Context: an optimization exercise on an open-source flow, tuned for a short achievable clock period. The choices shown serve that exercise and are no tape-out recipe.
Function was checked by simulation only, so behaviour that the tests miss may differ from the original.
No driver is modelled on the clock port, so clock power and skew are understated where the tree is cut down; a real chip needs a root buffer or a tree.
Power figures rest on the tool's default switching activity, not on a simulated workload.

==> willow: inputs <==
// pulse_timing_top
module pulse_timing_top
(
   input  logic       clk_pll,
   input  logic       resetn,
   input  logic       host_valid,
   input  logic [35:0] host_wr,
   output logic       host_ready,
   input  logic       pump,
   output logic [17:0] pulse
);
export LEC_CHECK = 0
export ABC_CLOCK_PERIOD_IN_PS = 2000
export CAP_MARGIN = 20
export CORE_MARGIN = 2
export CORE_UTILIZATION = 55
export SETUP_SLACK_MARGIN = 2.6
export SLEW_MARGIN = 20
create_clock -name core_clock -period 4.6 [get_ports {clk_pll}]
standard.sh (not shown) runs the stock make flow with config.mk's settings and CLKGATE_MAP_FILE= SYNTH_SCRIPT=/design/flow/synth_recipe.tcl, a recipe that flattens the netlist after the stock synthesis.
==> flow/flow/run.sh <==
#!/bin/bash
# The standard layout, with the clock tree built by flow/cts_hook.tcl: the
# clock port drives four root buffers, each drives the leaf buffers of one
# quarter of the flip-flops. Every tool's output is logged in this folder.
set -euo pipefail
export PRE_CTS_TCL="$PWD/flow/cts_hook.tcl"
bash standard.sh > flow_orfs.log 2>&1
==> flow/flow/cts_hook.tcl <==
# Sourced by ORFS's CTS step (PRE_CTS_TCL) in place of TritonCTS: builds the
# two-level clock tree of mytree.tcl, then ORFS goes on with its own detailed
# placement and timing repair.
source [file join [file dirname [info script]] mytree.tcl]

proc clock_tree_synthesis { args } {
  set block [ord::get_db_block]
  set n [llength [[$block findNet clk_pll] getITerms]]
  # about 26 clock pins per leaf buffer
  set nleaf [expr { max(4, int(round($n / 26.0))) }]
  build_clock_tree 4 $nleaf sky130_fd_sc_hd__clkbuf_16
}
==> flow/flow/mytree.tcl <==
# A two-level clock tree: the clock port drives NROOT clkbuf_16 roots, each
# root drives the leaf clkbuf_16 buffers of its region, and each leaf drives
# about the same number of flip-flop clock pins. Regions come from recursive
# bisection of the flip-flop locations, so the tree is balanced by design.
proc bisect_groups {items n} {
  if {$n <= 1} { return [list $items] }
  set xs {}; set ys {}
  foreach it $items { lappend xs [lindex $it 1]; lappend ys [lindex $it 2] }
  set xs [lsort -integer $xs]; set ys [lsort -integer $ys]
  set k [expr {([lindex $xs end]-[lindex $xs 0]) >= ([lindex $ys end]-[lindex $ys 0]) ? 1 : 2}]
  set s [lsort -integer -index $k $items]
  set n1 [expr {$n / 2}]
  set h [expr {([llength $s] * $n1) / $n}]
  return [concat [bisect_groups [lrange $s 0 [expr {$h-1}]] $n1] \
                 [bisect_groups [lrange $s $h end] [expr {$n - $n1}]]]
}

proc centroid {g} {
  set sx 0; set sy 0
  foreach it $g { set sx [expr {$sx + [lindex $it 1]}]; set sy [expr {$sy + [lindex $it 2]}] }
  return [list [expr {$sx / [llength $g]}] [expr {$sy / [llength $g]}]]
}

proc build_clock_tree {nroot nleaf bufname} {
  set block [ord::get_db_block]
  set clknet [$block findNet clk_pll]
  set master [[ord::get_db] findMaster $bufname]
  set items {}
  foreach it [$clknet getITerms] {
    set inst [$it getInst]
    set b [$inst getBBox]
    lappend items [list $it [expr {([$b xMin]+[$b xMax])/2}] [expr {([$b yMin]+[$b yMax])/2}]]
  }
  puts "mytree: [llength $items] clock sinks"
  set rgroups [bisect_groups $items $nroot]
  set li 0
  set ri 0
  foreach rg $rgroups {
    set lgroups [bisect_groups $rg [expr {$nleaf / $nroot}]]
    set rnet [odb::dbNet_create $block "clknet_root_$ri"]
    $rnet setSigType CLOCK
    set rbuf [odb::dbInst_create $block $master "clkbuf_root_$ri"]
    set lpos {}
    foreach lg $lgroups {
      lassign [centroid $lg] cx cy
      set lnet [odb::dbNet_create $block "clknet_leaf_$li"]
      $lnet setSigType CLOCK
      set lbuf [odb::dbInst_create $block $master "clkbuf_leaf_$li"]
      $lbuf setLocation [expr {$cx - 2000}] [expr {$cy - 1360}]
      $lbuf setPlacementStatus PLACED
      [$lbuf findITerm X] connect $lnet
      [$lbuf findITerm A] connect $rnet
      foreach it $lg {
        set t [lindex $it 0]
        $t disconnect
        $t connect $lnet
      }
      lappend lpos [list $lbuf $cx $cy]
      incr li
    }
    lassign [centroid $lpos] cx cy
    $rbuf setLocation [expr {$cx - 2000}] [expr {$cy - 1360}]
    $rbuf setPlacementStatus PLACED
    [$rbuf findITerm A] connect $clknet
    [$rbuf findITerm X] connect $rnet
    puts "mytree: root $ri at $cx $cy, [llength $lgroups] leaves, [llength $rg] sinks"
    incr ri
  }
}
==> yarrow (differences from willow) <==
==> flow/run.sh (new file) <==
#!/bin/bash
# synth_recipe.tcl (not shown) runs the flow's synth.tcl, then flattens the netlist and writes it again
# the make line also repeats each setting of config.mk as NAME=value (left out here)
make -C /OpenROAD-flow-scripts/flow DESIGN_CONFIG=/design/flow/config.mk WORK_HOME=/design/flow/orfs CLKGATE_MAP_FILE= SYNTH_SCRIPT=/design/flow/synth_recipe.tcl finish
removed: flow/flow/run.sh
removed: flow/flow/cts_hook.tcl
removed: flow/flow/mytree.tcl
removed: flow/standard.sh
==> comparison table <==
|  | yarrow | willow |
|---|---|---|
| Run status | no timing/DRC/antenna violations | no timing/DRC/antenna violations |
| Comb. pwr | 3690 uW | 3780 uW |
| Endpoint of the worst hold path | i_seq.pulse[0] | i_loader.shadow[59] |
| Overall track demand over capacity in global routing | 0.301 | 0.297 |
| Final cell area excluding filler cells | 92,900 um^2 | 89,900 um^2 |
| Skew-Pair Late Insertion Delay | 0.83 ns | 0.58 ns |
| Final period util | 0.638 | 0.641 |
| Routed wl met3 | 17.6 mm | 16.2 mm |
| Max layer used | met4 | met5 |
| Combinational share of power | 0.089 | 0.113 |
| Highest attainable clock frequency | 341 MHz | 339 MHz |
| Via count of the first global-routing pass | 41.9k | 41.1k |
| Clock transition time at the flip-flop clock pins of the worst setup and hold paths | 0.06 ns | 0.10 ns |
| Worst clock skew | 0.0256 ns | 0.0235 ns |
| Part of the total power dissipated in the clock network | 0.403 | 0.255 |
| Proportion of cell area occupied by multi-input gates | 0.232 | 0.244 |
| Total number of nets in the final design | 5,218 | 5,165 |
| Power Dens Cells | 448 nW/um^2 | 371 nW/um^2 |
| Utilization after layout | 0.658 | 0.637 |
| Global-route wire length before repair | 308 mm | 308 mm |
| Power Clock | 16,800 uW | 8520 uW |
| Met3 track utilization from global routing | 0.0472 | 0.0323 |
| Global-route met2 utilization | 0.463 | 0.471 |
In willow the design's own scripts or RTL, not TritonCTS, make the clock network.

-- afterwards: timing with drivers on the ports --
How much do the figures lean on ideal ports? The routed layouts below were timed once more, with nothing changed but the port constraints. Step 1: set_driving_cell puts a clkbuf_16 on clk_pll and a buf_2 on each other input, an assumption about the parent block. Step 2 times the ports against the registers' clock, not the clock port: input delays grow and output delays shrink by t, the midpoint of the rising clock arrivals with the driver on. Three values: ideal, step 1, step 2; two values: the first two.
| run | t, ns | setup WS [ns] | latest minus earliest clock arrival (ns) | worst slew at a driven data input, ns |
|---|---|---|---|---|
| willow | 0.748 | 1.653 / 1.653 / 1.653 | 0.028 / 0.028 | 0.15 |
| yarrow | 0.903 | 1.667 / 1.667 / 1.667 | 0.029 / 0.029 | 0.05 |
After both steps every run listed still meets setup and hold.
